From an optimization exercise on the open Yosys and OpenROAD flow, aimed at small area, a short achievable clock period and few clock cycles per item; shortcuts taken in it are not production practice.
At most, simulation tests tie the RTL to the original design; equivalence was not proved.

==> flow/design.v (excerpt) <==
module nearest_neighbor_multi_metric #(
	parameter int VECTOR_LEN = 64,
	parameter int MAX_ROWS = 1024
) (
	input  logic clk,
	input  logic arst_n,
	input  logic psel,
	input  logic penable,
	input  logic pwrite,
	input  logic [1:0] paddr,
	input  logic [31:0] pwdata,
	output logic [31:0] prdata,
	output logic pready,
	input  logic in_valid,
	output logic in_ready,
	input  logic signed [15:0] feature_value,
	input  logic is_query,
	input  logic last_element,
	input  logic last_row,
	output logic out_valid,
	input  logic out_ready,
	output logic signed [40:0] score,
	output logic [9:0] row_index,
	output logic [9:0] best_index,
	output logic is_final
);
Size in the first run: ~6100 cells after synthesis, about 160 I/O pins, roughly 69000 um2 of cells after synthesis.
Settings: LEC_CHECK=0, CAP_MARGIN=35, CORE_MARGIN=2, CORE_UTILIZATION=60, SLEW_MARGIN=35; clock period 11.0 ns.
standard.sh (not shown) runs the stock make flow with config.mk's settings and CLKGATE_MAP_FILE= SYNTH_SCRIPT=/design/flow/synth_recipe.tcl, a recipe that flattens the netlist after the stock synthesis.
==> flow/flow/run.sh <==
#!/bin/bash
set -euo pipefail
export SETUP_SLACK_MARGIN=7.35
bash standard.sh > standard_flow.log 2>&1
The starting point finished with timing, DRC and antenna clean.
Testbench counts at the start, summed over its fixed seeds: cycles 41,860, items 598.
Edit:
==> flow/flow/run.sh (replaced) <==
#!/bin/bash
set -euo pipefail
export SETUP_SLACK_MARGIN=7.3
bash standard.sh > standard_flow.log 2>&1
Settings changed: CORE_UTILIZATION 60 to 50.
=> Die area increases by about a fifth; design area barely changes; flip-flop and latch count does not change; routed wire length came out higher slightly; non-clock buffer count drops by 43.


run 1:
Starting RTL as in the previous note.
clock: 11.0 ns
lec_check: 0
cap_margin: 35
core_margin: 2
core_utilization: 50
slew_margin: 35
==> flow/flow/run.sh <==
#!/bin/bash
set -euo pipefail
export SETUP_SLACK_MARGIN=7.3
export CTS_ARGS="-sink_clustering_enable -repair_clock_nets -sink_buffer_max_cap_derate 0.03"
bash standard.sh > standard_flow.log 2>&1
The final layout from run 1, which completed every stage, passed the timing, design-rule and antenna checks at the end of the flow.
Testbench counts of run 1, summed over its fixed seeds: cycles 41,860, items 598.
> inputs changed (run 1 -> run 2)
==> flow/flow/run.sh <==
#!/bin/bash
set -euo pipefail
export SETUP_SLACK_MARGIN=7.3
bash standard.sh > standard_flow.log 2>&1
--- a/flow/config.mk
+++ b/flow/config.mk
@@ -9,3 +9,4 @@
 export CORE_MARGIN = 2
-export CORE_UTILIZATION = 50
+export CORE_UTILIZATION = 40
+export CTS_CLUSTER_DIAMETER = 200
 export SLEW_MARGIN = 35
The total number of clock tree sinks was comparable across run 1 and run 2. [compare] base=run 1 new=run 2: routing usage on met3 -0.57 points; number of vias in the routed layout now sits at about the same level; worst hold slack across all endpoints now sits higher; non-clock buffer count fell by 10. | arrival time at the worst endpoint | higher: run 2 |. For the routability congestion estimate, run 2 came in 0.026 lower than run 1 did. Global routing met1 resource utilization: run 2 vs run 1 down 6.9 points.
Setup changes, run 2 to run 3
--- a/flow/config.mk
+++ b/flow/config.mk
@@ -9,4 +9,4 @@
 export CORE_MARGIN = 2
-export CORE_UTILIZATION = 40
-export CTS_CLUSTER_DIAMETER = 200
+export CORE_UTILIZATION = 50
+export CTS_BUF_LIST = sky130_fd_sc_hd__clkbuf_4 sky130_fd_sc_hd__clkbuf_8 sky130_fd_sc_hd__clkbuf_16
 export SLEW_MARGIN = 35
==> comparison <==
Per the final summary, run 3 finished and its layout is clean on timing, DRC and antenna. Diff run 3..run 2 | proportion of synthesized chip area in sequential cells | unchanged. Compared run 3 vs run 2, and initial antenna violation count is down in run 3. Hold slack: run 2 and run 3 compared, higher one is run 2. In the final design statistics, run 3 uses fewer standard cells in total than run 2.
--- input diff run 3..run 4 ---
--- a/flow/config.mk
+++ b/flow/config.mk
@@ -9,4 +9,3 @@
 export CORE_MARGIN = 2
-export CORE_UTILIZATION = 50
-export CTS_BUF_LIST = sky130_fd_sc_hd__clkbuf_4 sky130_fd_sc_hd__clkbuf_8 sky130_fd_sc_hd__clkbuf_16
+export CORE_UTILIZATION = 70
 export SLEW_MARGIN = 35
Results
- Max HPWL reported at the end of detailed placement across run 3 and run 4: run 3
- Sort run 3 and run 4 by cell count after placement desc -> top: run 3
- Across both runs, maximum frequency was lower for run 4 than for run 3.
Inputs modified between run 4 and run 5:
--- a/flow/config.mk
+++ b/flow/config.mk
@@ -9,3 +9,3 @@
 export CORE_MARGIN = 2
-export CORE_UTILIZATION = 70
+export CORE_UTILIZATION = 40
 export SLEW_MARGIN = 35
--- outcome ---
Run 5 reports a lower final period demand of the worst path than run 4 does.
First-pass GRT wire length: run 5 < run 4
In the flow results for run 5 and run 4, the setup slack is smaller on run 4.
The total number of vias in run 5 was lower than what run 4 gave.
Relative to run 4, the number of clock-tree buffers in the layout of run 5 is higher by about 6%.
Min layout overhead on the synthesized area across run 5 and run 4: run 4
Changes in run 6 relative to run 5:
--- a/flow/config.mk
+++ b/flow/config.mk
@@ -9,3 +9,3 @@
 export CORE_MARGIN = 2
-export CORE_UTILIZATION = 40
+export CORE_UTILIZATION = 60
 export SLEW_MARGIN = 35
### Flow results
- For cell total after placement, dividing the value from run 5 by the value from run 6 gives 1.11.
- The lower wire length the detailed router placed on met1 of run 5 and run 6 is in run 6.
- When the final numbers for run 5 and run 6 were put side by side, the number of antenna violations at the first check in global routing turned out to be greater in run 6.
- Looking at topmost layer with routed signal wires, the met5 result is from run 5; the met4 one comes from run 6.
- For run 5 and run 6, there was not a single run that failed to finish clean.


nearest_neighbor_multi_metric again, from the RTL that the note above started with.
// nearest_neighbor_multi_metric
module nearest_neighbor_multi_metric #(
	parameter int VECTOR_LEN = 64,
	parameter int MAX_ROWS = 1024
) (
	input  logic clk,
	input  logic arst_n,
	input  logic psel,
	input  logic penable,
	input  logic pwrite,
	input  logic [1:0] paddr,
	input  logic [31:0] pwdata,
	output logic [31:0] prdata,
	output logic pready,
	input  logic in_valid,
	output logic in_ready,
	input  logic signed [15:0] feature_value,
	input  logic is_query,
	input  logic last_element,
	input  logic last_row,
	output logic out_valid,
	input  logic out_ready,
	output logic signed [40:0] score,
	output logic [9:0] row_index,
	output logic [9:0] best_index,
	output logic is_final
);
Settings: LEC_CHECK=0, CAP_MARGIN=35, CORE_MARGIN=2, CORE_UTILIZATION=50, PLACE_DENSITY=0.7, SLEW_MARGIN=35; clock period 11.0 ns.
==> flow/flow/run.sh <==
#!/bin/bash
set -euo pipefail
export SETUP_SLACK_MARGIN=7.3
bash standard.sh > standard_flow.log 2>&1
The first run completed with no timing, DRC or antenna violations.
Testbench counts at the start, summed over its fixed seeds: cycles 41,860, items 598.
Then changed:
Settings changed: CORE_UTILIZATION 50 to 40, CTS_CLUSTER_SIZE set to 60, PLACE_DENSITY 0.7 to not set.
Routed wire length came out higher by a few percent; register-to-register slack improves by 0.05 ns; synthesized cell count is unchanged; global-route usage shrinks by 4.1 points; via count decreases slightly; first-iteration DRC count goes up by a few percent.


Another version of the RTL of nearest_neighbor_multi_metric (not shown whole).
Size in the first run: ~6100 cells after synthesis, ~1800 flip-flops, ~160 I/O pins, roughly 0.070 mm² of cells after synthesis.
## nearest_neighbor_multi_metric
module nearest_neighbor_multi_metric #(
	parameter int VECTOR_LEN = 64,
	parameter int MAX_ROWS = 1024
) (
	input  logic clk,
	input  logic arst_n,
	input  logic psel,
	input  logic penable,
	input  logic pwrite,
	input  logic [1:0] paddr,
	input  logic [31:0] pwdata,
	output logic [31:0] prdata,
	output logic pready,
	input  logic in_valid,
	output logic in_ready,
	input  logic signed [15:0] feature_value,
	input  logic is_query,
	input  logic last_element,
	input  logic last_row,
	output logic out_valid,
	input  logic out_ready,
	output logic signed [40:0] score,
	output logic [9:0] row_index,
	output logic [9:0] best_index,
	output logic is_final
);
clock: 11.0 ns
lec_check: 0
cap_margin: 35
core_margin: 2
core_utilization: 65
setup_slack_margin: 5
slew_margin: 35
run.sh (not shown) runs the stock make flow with config.mk's settings and CLKGATE_MAP_FILE= SYNTH_SCRIPT=/design/flow/synth_recipe.tcl, a recipe that flattens the netlist after the stock synthesis.
Stock flow here: none of the scripts above is used.
Testbench counts at the start, summed over its fixed seeds: cycles 41,860, items 598.
==> next run, changes <==
==> flow/flow/run.sh (new file) <==
#!/bin/bash
set -euo pipefail
export SETUP_SLACK_MARGIN=7.3
bash standard.sh > standard_flow.log 2>&1
==> flow/standard.sh (new file) <==
#!/bin/bash
# synth_recipe.tcl (not shown) runs the flow's synth.tcl, then flattens the netlist and writes it again
# the make line also repeats each setting of config.mk as NAME=value (left out here)
make -C /OpenROAD-flow-scripts/flow DESIGN_CONFIG=/design/flow/config.mk WORK_HOME=/design/flow/orfs CLKGATE_MAP_FILE= SYNTH_SCRIPT=/design/flow/synth_recipe.tcl "${@:-finish}"
Settings changed: CORE_UTILIZATION 65 to 40, SETUP_SLACK_MARGIN 5 to default.
removed: flow/run.sh
What happened: The changed run went through all stages and came out clean; first-iteration DRC count goes down by 9.1%; routed wire length falls by 1.6%; fmax rose by 32%; global-route usage drops by 12 points; final area goes up by 3.1%; non-clock buffer count goes up by 55; worst hold slack improved by 0.032 ns.
==> next run, changes <==
Settings changed: CTS_BUF_LIST from default to sky130_fd_sc_hd__clkbuf_4, CTS_CLUSTER_SIZE from default to 20.
Area after synthesis is unchanged; critical path depth is unchanged; sequential share of layout area came out higher by 0.37 points; register-to-register slack loses 0.02 ns; routed wire length is higher by 1.6%.
==> next run, changes <==
==> flow/run.sh (new file) <==
#!/bin/bash
# synth_recipe.tcl (not shown) runs the flow's synth.tcl, then flattens the netlist and writes it again
# the make line also repeats each setting of config.mk as NAME=value (left out here)
make -C /OpenROAD-flow-scripts/flow DESIGN_CONFIG=/design/flow/config.mk WORK_HOME=/design/flow/orfs CLKGATE_MAP_FILE= SYNTH_SCRIPT=/design/flow/synth_recipe.tcl finish
Settings changed: ABC_CLOCK_PERIOD_IN_PS from default to 2000, CTS_BUF_LIST sky130_fd_sc_hd__clkbuf_4 to default, CTS_CLUSTER_SIZE 20 to default, SETUP_SLACK_MARGIN from default to 5.
removed: flow/flow/run.sh
removed: flow/standard.sh
Outcome: The changed run went through all stages and came out clean. Setup slack got worse by 0.35 ns. Global-route usage went down by 0.26 points. Wire length fell by 1.7%. Cell count came out lower by 5.2%. Synthesized cell count is unchanged. Maximum frequency went down by 7.7%. Utilization is lower by 0.16 points. Via count came out lower by 4.0%.
==> next run, changes <==
==> flow/flow/run.sh (new file) <==
#!/bin/bash
set -euo pipefail
export SETUP_SLACK_MARGIN=7.5
bash standard.sh > standard_flow.log 2>&1
==> flow/standard.sh (new file) <==
#!/bin/bash
# synth_recipe.tcl (not shown) runs the flow's synth.tcl, then flattens the netlist and writes it again
# the make line also repeats each setting of config.mk as NAME=value (left out here)
make -C /OpenROAD-flow-scripts/flow DESIGN_CONFIG=/design/flow/config.mk WORK_HOME=/design/flow/orfs CLKGATE_MAP_FILE= SYNTH_SCRIPT=/design/flow/synth_recipe.tcl "${@:-finish}"
Settings changed: ABC_CLOCK_PERIOD_IN_PS 2000 to default, SETUP_SLACK_MARGIN 5 to default.
removed: flow/run.sh
Result:
- The changed run completed without violations
- routed wire length climbs by 1.9%
- setup slack improved by 0.89 ns
- die area does not change
- design area climbs by 3.5%
- cell count climbs by 1.6%
- core utilization climbs by 1.6 points
- first-iteration DRC count drops by 6.4%


Starting RTL as in the previous note.
clock: 11.0 ns
lec_check: 0
cap_margin: 35
core_margin: 2
core_utilization: 40
cts_buf_list: sky130_fd_sc_hd__clkbuf_8
slew_margin: 35
standard.sh (not shown) runs the stock make flow with config.mk's settings and CLKGATE_MAP_FILE= SYNTH_SCRIPT=/design/flow/synth_recipe.tcl, a recipe that flattens the netlist after the stock synthesis.
==> flow/flow/run.sh <==
#!/bin/bash
set -euo pipefail
export SETUP_SLACK_MARGIN=7.3
bash standard.sh > standard_flow.log 2>&1
The baseline finished with timing, DRC and antenna clean.
Testbench counts at the start, summed over its fixed seeds: cycles 41,860, items 598.
Rerun with:
==> flow/flow/run.sh (replaced) <==
#!/bin/bash
set -euo pipefail
export SETUP_SLACK_MARGIN=8.3
bash standard.sh > standard_flow.log 2>&1
Settings changed: CTS_BUF_LIST sky130_fd_sc_hd__clkbuf_8 to unset.
Outcome: The new run completed without violations. Setup slack improves by 0.35 ns. Global-route usage grows by 0.81 points. Clock-buffer cell count shrinks by 92. Register-to-register slack improves by 0.22 ns.
Rerun with:
==> flow/run.sh (new file) <==
#!/bin/bash
# synth_recipe.tcl (not shown) runs the flow's synth.tcl, then flattens the netlist and writes it again
# the make line also repeats each setting of config.mk as NAME=value (left out here)
make -C /OpenROAD-flow-scripts/flow DESIGN_CONFIG=/design/flow/config.mk WORK_HOME=/design/flow/orfs CLKGATE_MAP_FILE= SYNTH_SCRIPT=/design/flow/synth_recipe.tcl finish
Settings changed: ABC_CLOCK_PERIOD_IN_PS set to 4000, SETUP_SLACK_MARGIN set to 5.
removed: flow/flow/run.sh
removed: flow/standard.sh
After rerunning: First-iteration DRC count decreases by 7.1%; worst setup slack loses 1.0 ns; synthesized area stays the same; register-to-register slack loses 1.1 ns; via count decreases by 6.6%; count of clock-buffer cells in the layout increases by 5; wire length decreases by 7.2%; flip-flop and latch count does not change.


run A:
Another version of the RTL of nearest_neighbor_multi_metric (not shown whole).
Size: ~6100 cells after synthesis, roughly 1700 flip-flops, about 160 I/O pins, ~69000 um^2 of cells after synthesis.
clock: 11.0 ns
lec_check: 0
cap_margin: 35
core_margin: 2
core_utilization: 50
slew_margin: 35
==> flow/flow/run.sh <==
#!/bin/bash
set -euo pipefail
export SETUP_SLACK_MARGIN=7.3
bash standard.sh > standard_flow.log 2>&1
### run A -> run B
==> flow/flow/run.sh <==
#!/bin/bash
set -euo pipefail
export SETUP_SLACK_MARGIN=7.45
bash standard.sh > standard_flow.log 2>&1
[summary]
NOTE post-CTS setup repair buffer count run A->run B increased by more than half
Re headroom to the max-slew limit: run A was higher than run B.
For global-route wire length before repair, run A and run B come out practically identical.
Setup slack: run B less than run A
No run of this note included a check of the RTL's function; only the layout flow was run.


nearest_neighbor_multi_metric with an RTL version that a note above also has.
Size: about 6100 cells after synthesis, ~1700 flip-flops.
==> flow/design.v (excerpt) <==
module nearest_neighbor_multi_metric #(
	parameter int VECTOR_LEN = 64,
	parameter int MAX_ROWS = 1024
) (
	input  logic clk,
	input  logic arst_n,
	input  logic psel,
	input  logic penable,
	input  logic pwrite,
	input  logic [1:0] paddr,
	input  logic [31:0] pwdata,
	output logic [31:0] prdata,
	output logic pready,
	input  logic in_valid,
	output logic in_ready,
	input  logic signed [15:0] feature_value,
	input  logic is_query,
	input  logic last_element,
	input  logic last_row,
	output logic out_valid,
	input  logic out_ready,
	output logic signed [40:0] score,
	output logic [9:0] row_index,
	output logic [9:0] best_index,
	output logic is_final
);
	logic [nnmm_pkg::ModeW-1:0] mode_q;
	logic m_free, j_we, j_cos, j_last, j_first;
	logic signed [nnmm_pkg::AccW-1:0] j_acc;
	logic [nnmm_pkg::NormW-1:0] j_norm, qnorm;
	assign pready = 1'b1;
	logic [nnmm_pkg::ModeW-1:0] rd_q;
	assign prdata = 32'(rd_q);
	always_ff @(posedge clk or negedge arst_n) begin
		if (!arst_n) begin
			mode_q <= nnmm_pkg::MODE_MAN;
			rd_q <= '0;
		end else begin
			if (psel && penable && pwrite && paddr == 2'd0) begin
				mode_q <= pwdata[1:0];
			end
			rd_q <= (paddr == 2'd0) ? mode_q : '0;
		end
	end
	nnmm_front #(.VECTOR_LEN(VECTOR_LEN)) u_front (
  ...
clock: 11.0 ns
lec_check: 0
cap_margin: 35
core_margin: 2
core_utilization: 50
cts_buf_list: sky130_fd_sc_hd__clkbuf_8 sky130_fd_sc_hd__clkbuf_16
slew_margin: 35
==> flow/flow/run.sh <==
#!/bin/bash
set -euo pipefail
export SETUP_SLACK_MARGIN=7.3
bash standard.sh > standard_flow.log 2>&1
The starting point passed the timing, design-rule and antenna checks.
Testbench counts at the start, summed over its fixed seeds: cycles 41,860, items 598.
Next try:
- CORE_UTILIZATION: 50 -> 40
- CTS_BUF_LIST: sky130_fd_sc_hd__clkbuf_8 sky130_fd_sc_hd__clkbuf_16 -> default
- CTS_CLUSTER_DIAMETER: default -> 400
Effect: The changed run completed without violations; flip-flop and latch count does not change; routed wire length came out higher slightly; final cell count came out higher by a few percent; sequential share of layout area came out lower by 0.37 points; fmax came out lower slightly.
Next try:
- CAP_MARGIN: 35 -> 10
- CTS_CLUSTER_DIAMETER: 400 -> default
- SLEW_MARGIN: 35 -> 10
The new run went through all stages and came out clean.
Final cell count is about the same.
Count of clock-buffer cells in the layout fell by 5.
Die area stays the same.
Setup slack got worse by 0.010 ns.
Cell area stays flat.
Register-to-register slack got worse by 0.03 ns.

separate check: timing with driven ports:
No port has a modelled driver above. Below, the same layouts with a new extraction and two added sets of constraints. Step 1 sets driving cells, clkbuf_16 on the clock port and buf_2 on the other inputs (assumed; they add their load-dependent delay and slew). Step 2 times the ports against the registers' clock, not the clock port: input delays grow and output delays shrink by t, the midpoint of the rising clock arrivals with the driver on. Slacks: ideal ports / drivers / drivers and shift; pairs: ideal ports / drivers.
| run | shift t [ns] | slack for setup (ns) | worst register clock-pin slew, ns | worst data-port slew with drivers (ns) |
|---|---|---|---|---|
| the first run of note 1 | 0.851 | 7.211 / 7.128 / 7.153 | 0.07 / 0.07 | 0.08 |
| the second run of note 1 | 0.856 | 7.289 / 7.215 / 7.129 | 0.07 / 0.07 | 0.12 |
| run 1 | 0.856 | 7.289 / 7.215 / 7.129 | 0.07 / 0.07 | 0.12 |
| run 2 | 0.887 | 7.261 / 7.181 / 7.162 | 0.07 / 0.07 | 0.12 |
| run 3 | 0.859 | 7.282 / 7.207 / 7.131 | 0.07 / 0.07 | 0.12 |
| run 4 | 0.856 | 6.987 / 6.987 / 6.987 | 0.10 / 0.10 | 0.07 |
| run 5 | 0.887 | 7.261 / 7.181 / 7.162 | 0.07 / 0.07 | 0.12 |
| run 6 | 0.847 | 7.288 / 7.208 / 7.157 | 0.07 / 0.07 | 0.07 |
| the first run of note 3 | 0.869 | 7.257 / 7.183 / 6.983 | 0.07 / 0.07 | 0.07 |
| the second run of note 3 | 0.887 | 7.261 / 7.181 / 7.162 | 0.07 / 0.07 | 0.12 |
| the first run of note 4 | 0.857 | 6.078 / 6.078 / 6.078 | 0.08 / 0.08 | 0.06 |
| the second run of note 4 | 0.861 | 7.269 / 7.186 / 6.744 | 0.07 / 0.07 | 0.08 |
| the third run of note 4 | 1.374 | 6.727 / 6.647 / 6.726 | 0.09 / 0.09 | 0.08 |
| the fourth run of note 4 | 0.885 | 6.373 / 6.373 / 6.165 | 0.07 / 0.07 | 0.06 |
| the fifth run of note 4 | 0.869 | 7.262 / 7.181 / 6.723 | 0.07 / 0.07 | 0.09 |
| the first run of note 5 | 1.038 | 7.057 / 6.975 / 6.740 | 0.08 / 0.08 | 0.09 |
| the second run of note 5 | 0.876 | 7.405 / 7.322 / 7.120 | 0.07 / 0.07 | 0.05 |
| the third run of note 5 | 0.885 | 6.373 / 6.373 / 6.165 | 0.07 / 0.07 | 0.06 |
| run A | 0.867 | 7.295 / 7.219 / 7.016 | 0.07 / 0.07 | 0.06 |
| run B | 0.861 | 7.246 / 7.243 / 7.246 | 0.07 / 0.07 | 0.06 |
| the first run of note 7 | 0.857 | 7.282 / 7.207 / 7.130 | 0.07 / 0.07 | 0.12 |
| the second run of note 7 | 0.887 | 7.261 / 7.181 / 7.162 | 0.07 / 0.07 | 0.12 |
| the third run of note 7 | 0.873 | 7.251 / 7.172 / 7.163 | 0.07 / 0.07 | 0.13 |
After both steps every run listed still meets setup and hold. The setup slack of the fifth run of note 4, which loses most, moves by -0.081 ns with the drivers and by -0.539 ns with both steps.
